What follows belongs to an exercise in optimizing a design on an open flow for small area, a short achievable clock period and few clock cycles per item; a production flow would make more cautious choices.
Where RTL was checked, it was by simulation tests only, not by an equivalence proof against the original.

export LEC_CHECK = 0
export CAP_MARGIN = 20
export CORE_MARGIN = 2
export CORE_UTILIZATION = 40
export SLEW_MARGIN = 20
export SYNTH_HIERARCHICAL = 1
create_clock -name core_clock -period 9.0 [get_ports {clk}]
standard.sh (not shown) runs the stock make flow with config.mk's settings and CLKGATE_MAP_FILE= SYNTH_SCRIPT=/design/flow/synth_recipe.tcl, a recipe that flattens the netlist after the stock synthesis.
==> flow/flow/run.sh <==
#!/bin/bash
# The standard layout (standard.sh: the standard synthesis, floorplan, placement,
# CTS, routing) with three settings changed: the timing repair steps aim at a 6 ns
# setup margin (a 3 ns period) instead of the design's 9 ns period, they repair only
# the worst path (TNS_END_PERCENT=0), and the port buffers are buf_4 cells.
# Make's full output goes to standard.log; each ORFS step also keeps its own log under
# orfs/logs/.
set -euo pipefail
bash standard.sh SETUP_SLACK_MARGIN=6.0 TNS_END_PERCENT=0 \
  "BUFFER_PORTS_ARGS=-buffer_cell sky130_fd_sc_hd__buf_4" finish > standard.log 2>&1
The starting point completed without violations.
Testbench counts at the start, summed over its fixed seeds: cycles 15,559, jobs 384.
Next try:
--- a/flow/design.v
+++ b/flow/design.v
@@ -2848,4 +2848,7 @@
 endmodule
 module sa_xor (input logic a, b, output logic y);
   assign y = a ^ b;
 endmodule
+module sa_mux (input logic a, b, s, output logic y);
+  assign y = s ? b : a;
+endmodule
The changed run passed the timing, DRC and antenna checks.
Non-clock buffer count stays the same.
Critical path depth does not change.
Final area stays the same.
Flip-flop and latch count is unchanged.
Via count does not change.
Cell count does not change.
Worst setup slack is unchanged.
For the second run of this note, only the layout was checked, not whether the RTL still works.

* * *

Another version of the RTL of systolic_array_os (not shown whole).
Size: roughly 5600 cells after synthesis, about 180 I/O pins, about 0.059 mm² of cells after synthesis.
Settings: LEC_CHECK=0, CAP_MARGIN=20, CORE_MARGIN=2, CORE_UTILIZATION=40, SLEW_MARGIN=20, SYNTH_HIERARCHICAL=1; clock period 9.0 ns.
==> flow/flow/run.sh <==
#!/bin/bash
# Standard layout, with timing repair aiming past the design's clock period.
set -euo pipefail
cp standard.sh standard_copy.log
bash standard.sh SETUP_SLACK_MARGIN=6 finish > standard.log 2>&1
Edit:
--- a/flow/design.v
+++ b/flow/design.v
@@ -47,41 +47,42 @@
     if (!reset_n) begin
       busy_q <= 1'b0;
       ir_q   <= 1'b0;
       wait_q <= 1'b0;
       ld_q   <= 1'b0;
       ov_q   <= 1'b0;
       clr_q  <= 1'b0;
       done_q <= 1'b0;
       kr_q   <= '0;
       row_q  <= '0;
-      sel_q  <= 1;
+      sel_q  <= '0;
     end else begin
       clr_q  <= start_acc;
       done_q <= take && last_row;
       wait_q <= (start_acc && k_len == '0) || (accept && last_beat);
       ld_q   <= wait_q;
       if (start_acc) begin
         busy_q <= 1'b1;
         ir_q   <= k_len != '0;
         kr_q   <= k_len;
       end else begin
         if (take && last_row) busy_q <= 1'b0;
         if (accept) begin
           kr_q <= kr_q - KW'(1);
           if (last_beat) ir_q <= 1'b0;
         end
       end
       if (ld_q) ov_q <= 1'b1;
       else if (take && last_row) ov_q <= 1'b0;
       if (take) row_q <= row_q + IW'(1);
-      if (load) sel_q <= {sel_q[N-2:0], sel_q[N-1]};
+      if (start_acc) sel_q <= 1;
+      else if (load) sel_q <= {sel_q[N-2:0], sel_q[N-1]};
     end
   end
   logic [DATA_W-1:0]   a_q  [N];
   logic [DATA_W/2-1:0] b1_q [N];
   logic [DATA_W/2-1:0] b2_q [N];
   logic [DATA_W/2-1:0] bn_q [N];
   always_ff @(posedge clk) begin
     for (int i = 0; i < N; i++) a_q[i] <= accept ? a_vec[i*DATA_W +: DATA_W] : '0;
     for (int j = 0; j < N; j++)
       for (int k = 0; k < DATA_W/2; k++) begin
@@ -132,27 +133,24 @@
       for (int r = 0; r < N; r++) begin
         rs0[j] = rs0[j] | (acc0[r][j] & MASK0 & {B{sel_q[r]}});
         rs1[j] = rs1[j] | (acc1[r][j] & MASK1 & {B{sel_q[r]}});
         ru[j]  = ru[j] | (accu[r][j] & {(SW-B){sel_q[r]}});
         rc[j]  = rc[j] | (cq[r][j] & {NCQ{sel_q[r]}});
       end
     end
   end
   for (genvar j = 0; j < N; j++) begin : g_cpa
     logic [SW-1:0] x, y, p, g;
-    always_comb begin
-      logic [SW-B:0] hi;
-      hi = {1'b0, ru[j]};
-      for (int q = 0; q < NCQ; q++) hi = hi + (SW-B+1)'(rc[j][q]);
-      x = {hi[SW-B-1:0], rs0[j]};
-      y = {{(SW-B){1'b0}}, rs1[j]};
-    end
+    wire fs = ru[j][0] ^ rc[j][0] ^ rc[j][1];
+    wire fc = (ru[j][0] & rc[j][0]) | (ru[j][0] & rc[j][1]) | (rc[j][0] & rc[j][1]);
+    assign x = {ru[j][SW-B-1:1], fs, rs0[j]};
+    assign y = {{(SW-B-2){1'b0}}, fc, 1'b0, rs1[j]};
     assign p = x ^ y;
     assign g = x & y;
     wire g0 = g[1] | (p[1] & g[0]);
     wire g1 = g[3] | (p[3] & g[2]);
     wire p1 = p[3] & p[2];
     wire g2 = g[5] | (p[5] & g[4]);
     wire p2 = p[5] & p[4];
     wire g3 = g[7] | (p[7] & g[6]);
     wire p3 = p[7] & p[6];
     wire g4 = g[9] | (p[9] & g[8]);
Hold slack is about the same.
Final cell count went up by 1.5%.
Global-route usage went up by 1.5 points.
Routed wire length went up by 7.1%.
No functional check of the RTL was part of any run of this note.

* * *

== ember ==
systolic_array_os, a different RTL version from the one above (not shown whole).
Size: roughly 5800 cells after synthesis, roughly 180 I/O pins, roughly 60000 um^2 of cells after synthesis.
// systolic_array_os
module systolic_array_os #(
  parameter  int N      = 4,
  parameter  int DATA_W = 8,
  parameter  int ACC_W  = 24,
  parameter  int MAX_K  = 64,
  localparam int KW     = $clog2(MAX_K + 1),
  localparam int IW     = (N > 1) ? $clog2(N) : 1
) (
  input  logic                clk,
  input  logic                reset_n,
  input  logic                start,
  input  logic [KW-1:0]       k_len,
  input  logic                in_valid,
  output logic                in_ready,
  input  logic [N*DATA_W-1:0] a_vec,
  input  logic [N*DATA_W-1:0] b_vec,
  output logic                out_valid,
  input  logic                out_ready,
  output logic [IW-1:0]       out_idx,
  output logic [N*ACC_W-1:0]  out_row,
  output logic                busy,
  output logic                done
);
  localparam int SW  = 22;
  localparam int B   = 15;
  localparam int NCQ = 2;
  localparam logic [B-1:0]  MASK0 = B'('b111111111111111);
  localparam logic [B-1:0]  MASK1 = B'('b111111111111111);
  localparam logic [SW-1:0] BOOTH_C = 22'h3fab00;
  logic          busy_q, ir_q, wait_q, ld_q, ov_q, clr_q, done_q;
  logic [KW-1:0] kr_q;
  logic [IW-1:0] row_q;
  logic [N-1:0]  sel_q [N];
  logic          start_acc, accept, take, last_beat, last_row, load;
  assign start_acc = start && !busy_q;
  assign accept    = in_valid && ir_q;
  assign take      = ov_q && out_ready;
  assign last_beat = kr_q == KW'(1);
  assign last_row  = row_q == IW'(N - 1);
  assign load      = ld_q || (take && !last_row);
  assign busy      = busy_q;
  assign in_ready  = ir_q;
  assign out_valid = ov_q;
  assign out_idx   = row_q;
  assign done      = done_q;
  always_ff @(posedge clk or negedge reset_n) begin
    if (!reset_n) begin
      busy_q <= 1'b0;
      ir_q   <= 1'b0;
      wait_q <= 1'b0;
      ld_q   <= 1'b0;
  ...
clock: 9.0 ns
lec_check: 0
cap_margin: 20
core_margin: 2
core_utilization: 40
slew_margin: 20
synth_hierarchical: 1
==> flow/flow/run.sh <==
#!/bin/bash
set -euo pipefail
bash standard.sh SETUP_SLACK_MARGIN=6.0 TNS_END_PERCENT=0 "BUFFER_PORTS_ARGS=-buffer_cell sky130_fd_sc_hd__buf_4" finish > standard.log 2>&1
Testbench counts of ember, summed over its fixed seeds: cycles 15,559, jobs 384.
Setup changes, ember to violet
--- a/flow/design.v
+++ b/flow/design.v
@@ -232,23 +232,28 @@
     assign res[j][13] = p[13] ^ g35;
     assign res[j][14] = p[14] ^ g36;
     assign res[j][15] = p[15] ^ g37;
     assign res[j][16] = p[16] ^ g38;
     assign res[j][17] = p[17] ^ g39;
     assign res[j][18] = p[18] ^ g40;
     assign res[j][19] = p[19] ^ g41;
     assign res[j][20] = p[20] ^ g42;
     assign res[j][21] = p[21] ^ g43;
   end
+  logic [SW-1:0] out_d [N];
+  for (genvar j = 0; j < N; j++) begin : g_outq
+    for (genvar c = 0; c < SW; c++) begin : g_bit
+      sa_mux u_m (.a(out_q[j][c]), .b(res[j][c]), .s(load), .y(out_d[j][c]));
+    end
+  end
   always_ff @(posedge clk) begin
-    for (int j = 0; j < N; j++)
-      if (load) out_q[j] <= res[j];
+    for (int j = 0; j < N; j++) out_q[j] <= out_d[j];
   end
   always_comb begin
     for (int j = 0; j < N; j++) out_row[j*ACC_W +: ACC_W] = {{(ACC_W-SW){out_q[j][SW-1]}}, out_q[j]};
   end
   wire m00_w0 = (b1_q[0][0] & a_q[0][0]) ^ bn_q[0][0];
   wire m00_w1 = ((b1_q[0][0] & a_q[0][1]) | (b2_q[0][0] & a_q[0][0])) ^ bn_q[0][0];
   wire m00_w2 = ((b1_q[0][0] & a_q[0][2]) | (b2_q[0][0] & a_q[0][1])) ^ bn_q[0][0];
   wire m00_w3 = ((b1_q[0][0] & a_q[0][3]) | (b2_q[0][0] & a_q[0][2])) ^ bn_q[0][0];
   wire m00_w4 = ((b1_q[0][0] & a_q[0][4]) | (b2_q[0][0] & a_q[0][3])) ^ bn_q[0][0];
   wire m00_w5 = ((b1_q[0][0] & a_q[0][5]) | (b2_q[0][0] & a_q[0][4])) ^ bn_q[0][0];
@@ -3032,10 +3037,16 @@
   assign cqn[3][3][1] = m33_c91;
 endmodule
 module sa_fa (input logic a, b, c, output logic s, co);
   assign s  = a ^ b ^ c;
   assign co = (a & b) | (a & c) | (b & c);
 endmodule
 module sa_ha (input logic a, b, output logic s, co);
   assign s  = a ^ b;
   assign co = a & b;
 endmodule
+module sa_xor (input logic a, b, output logic y);
+  assign y = a ^ b;
+endmodule
+module sa_mux (input logic a, b, s, output logic y);
+  assign y = s ? b : a;
+endmodule
- violet -> ember: clock-pin slew reported for the worst setup and hold paths after clock tree synthesis flat
- Run comparison: ember top routing layer in use met5; violet top routing layer in use met4
- violet against ember: area after synthesis down about 1.5%; final setup slack of the worst path down 0.13 ns; critical path depth up 7.
For violet, only the layout was checked, not whether the RTL still works.

* * *

job 8448:
systolic_array_os, a different RTL version from the one above (not shown whole).
Size in the first run: roughly 790 flip-flops, ~180 I/O pins.
Settings: LEC_CHECK=0, CAP_MARGIN=20, CORE_MARGIN=2, CORE_UTILIZATION=40, SLEW_MARGIN=20, SYNTH_HIERARCHICAL=1; clock period 9.0 ns.
==> flow/flow/run.sh <==
#!/bin/bash
# The standard layout (standard.sh: the standard synthesis, floorplan, placement,
# CTS, routing) with three settings changed: the timing repair steps aim at a 6 ns
# setup margin (a 3 ns period) instead of the design's 9 ns period, they repair only
# the worst path (TNS_END_PERCENT=0), and the port buffers are buf_4 cells.
# Make's full output goes to standard.log; each ORFS step also keeps its own log under
# orfs/logs/.
set -euo pipefail
bash standard.sh SETUP_SLACK_MARGIN=6.0 TNS_END_PERCENT=0 \
  "BUFFER_PORTS_ARGS=-buffer_cell sky130_fd_sc_hd__buf_4" finish > standard.log 2>&1
## Diff of input files: job 5620 against job 8448
diff --git a/flow/design.v b/flow/design.v
--- a/flow/design.v
+++ b/flow/design.v
@@ -75,34 +75,29 @@
       else if (take && last_row) ov_q <= 1'b0;
       if (take) row_q <= row_q + IW'(1);
       for (int j = 0; j < N; j++)
         if (start_acc) sel_q[j] <= N'(1) << j;
         else if (load) sel_q[j] <= {sel_q[j][N-2:0], sel_q[j][N-1]};
     end
   end
   logic [DATA_W-1:0]   a_q  [N];
-  logic [DATA_W-1:0]   b_q  [N];
   logic [DATA_W/2-1:0] b1_q [N];
   logic [DATA_W/2-1:0] b2_q [N];
   logic [DATA_W/2-1:0] bn_q [N];
   always_ff @(posedge clk) begin
-    for (int i = 0; i < N; i++) begin
-      a_q[i] <= accept ? a_vec[i*DATA_W +: DATA_W] : '0;
-      b_q[i] <= b_vec[i*DATA_W +: DATA_W];
-    end
-  end
-  always_comb begin
+    for (int i = 0; i < N; i++) a_q[i] <= accept ? a_vec[i*DATA_W +: DATA_W] : '0;
     for (int j = 0; j < N; j++)
       for (int k = 0; k < DATA_W/2; k++) begin
         logic [2:0] t;
-        t = {b_q[j][2*k + 1], b_q[j][2*k], (k == 0) ? 1'b0 : b_q[j][(k == 0) ? 0 : 2*k - 1]};
-        b1_q[j][k] = t[1] ^ t[0];
-        b2_q[j][k] = (t == 3'b011) || (t == 3'b100);
-        bn_q[j][k] = t[2] && (t[1:0] != 2'b11);
+        t = {b_vec[j*DATA_W + 2*k + 1], b_vec[j*DATA_W + 2*k],
+             (k == 0) ? 1'b0 : b_vec[j*DATA_W + 2*k - 1]};
+        b1_q[j][k] <= t[1] ^ t[0];
+        b2_q[j][k] <= (t == 3'b011) || (t == 3'b100);
+        bn_q[j][k] <= t[2] && (t[1:0] != 2'b11);
       end
   end
   logic [B-1:0]    acc0  [N][N];
   logic [B-1:0]    acc1  [N][N];
   logic [SW-B-1:0] accu  [N][N];
   logic [NCQ-1:0]  cq    [N][N];
   logic [B-1:0]    accn0 [N][N];
   logic [B-1:0]    accn1 [N][N];
@@ -238,19 +233,23 @@
     sa_xor u_x15 (.a(p[15]), .b(g37), .y(res[j][15]));
     sa_xor u_x16 (.a(p[16]), .b(g38), .y(res[j][16]));
     sa_xor u_x17 (.a(p[17]), .b(g39), .y(res[j][17]));
     sa_xor u_x18 (.a(p[18]), .b(g40), .y(res[j][18]));
     sa_xor u_x19 (.a(p[19]), .b(g41), .y(res[j][19]));
     sa_xor u_x20 (.a(p[20]), .b(g42), .y(res[j][20]));
     sa_xor u_x21 (.a(p[21]), .b(g43), .y(res[j][21]));
   end
+  logic [N-1:0] load_c;
+  for (genvar j = 0; j < N; j++) begin : g_load
+    sa_load u_ld (.ld(ld_q), .ov(ov_q), .rdy(out_ready), .nlast(!last_row), .y(load_c[j]));
+  end
   always_ff @(posedge clk) begin
     for (int j = 0; j < N; j++)
-      if (load) out_q[j] <= res[j];
+      if (load_c[j]) out_q[j] <= res[j];
   end
   always_comb begin
     for (int j = 0; j < N; j++) out_row[j*ACC_W +: ACC_W] = {{(ACC_W-SW){out_q[j][SW-1]}}, out_q[j]};
   end
   wire m00_w0 = (b1_q[0][0] & a_q[0][0]) ^ bn_q[0][0];
   wire m00_w1 = ((b1_q[0][0] & a_q[0][1]) | (b2_q[0][0] & a_q[0][0])) ^ bn_q[0][0];
   wire m00_w2 = ((b1_q[0][0] & a_q[0][2]) | (b2_q[0][0] & a_q[0][1])) ^ bn_q[0][0];
   wire m00_w3 = ((b1_q[0][0] & a_q[0][3]) | (b2_q[0][0] & a_q[0][2])) ^ bn_q[0][0];
@@ -2849,8 +2848,14 @@
 endmodule
 module sa_ha (input logic a, b, output logic s, co);
   assign s  = a ^ b;
   assign co = a & b;
 endmodule
 module sa_xor (input logic a, b, output logic y);
   assign y = a ^ b;
 endmodule
+module sa_mux (input logic a, b, s, output logic y);
+  assign y = s ? b : a;
+endmodule
+module sa_load (input logic ld, ov, rdy, nlast, output logic y);
+  assign y = ld || (ov && rdy && nlast);
+endmodule
Findings:
- Job 5620 against job 8448: maximum frequency picked up an extra 12 MHz; core utilization saw a decrease.
- Non-clock buffer count: lower on job 5620
- Measured against each other, job 5620 and job 8448 differ in overall routed net length, the higher figure coming from job 8448.
- In the route summary, job 5620 ends up with a via count below that of job 8448.
- Status: mean routed wirelength per cell parity (job 8448, job 5620)
No run of this note included a check of the RTL's function; only the layout flow was run.

-- re-timing with driven ports --
The results above use ideal ports. As a check the final layouts listed here were re-extracted and re-timed, cells and wires unchanged.
Step 1: set_driving_cell puts a clkbuf_16 on clk and a buf_2 on each other input, an assumption about the parent block.
Step 2 adds t to the input delays and takes it off the output delays; t is the mean of the earliest and latest rising clock arrival at the registers after step 1. Input paths then give back, and output paths get back, about the clock's delay inside the block.
Three values: ideal, step 1, step 2; two values: the first two.
| run | shift t [ns] | setup slack, ns | pins driven straight from the clock port |
|---|---|---|---|
| the first run of note 1 | 0.789 | 5.818 / 5.742 / 5.276 | 1 |
| the second run of note 1 | 0.789 | 5.818 / 5.742 / 5.276 | 1 |
| the first run of note 2 | 0.780 | 5.726 / 5.726 / 5.353 | 1 |
| the second run of note 2 | 0.792 | 5.638 / 5.636 / 5.325 | 1 |
| ember | 0.799 | 5.767 / 5.680 / 5.204 | 1 |
| violet | 0.799 | 5.637 / 5.599 / 4.885 | 1 |
| job 8448 | 0.790 | 5.712 / 5.632 / 5.125 | 1 |
| job 5620 | 0.791 | 5.835 / 5.755 / 5.560 | 1 |
After both steps setup and hold are still met in every run listed. For violet, which loses most, drivers alone change the setup slack by -0.038 ns; drivers and shift together by -0.752 ns.
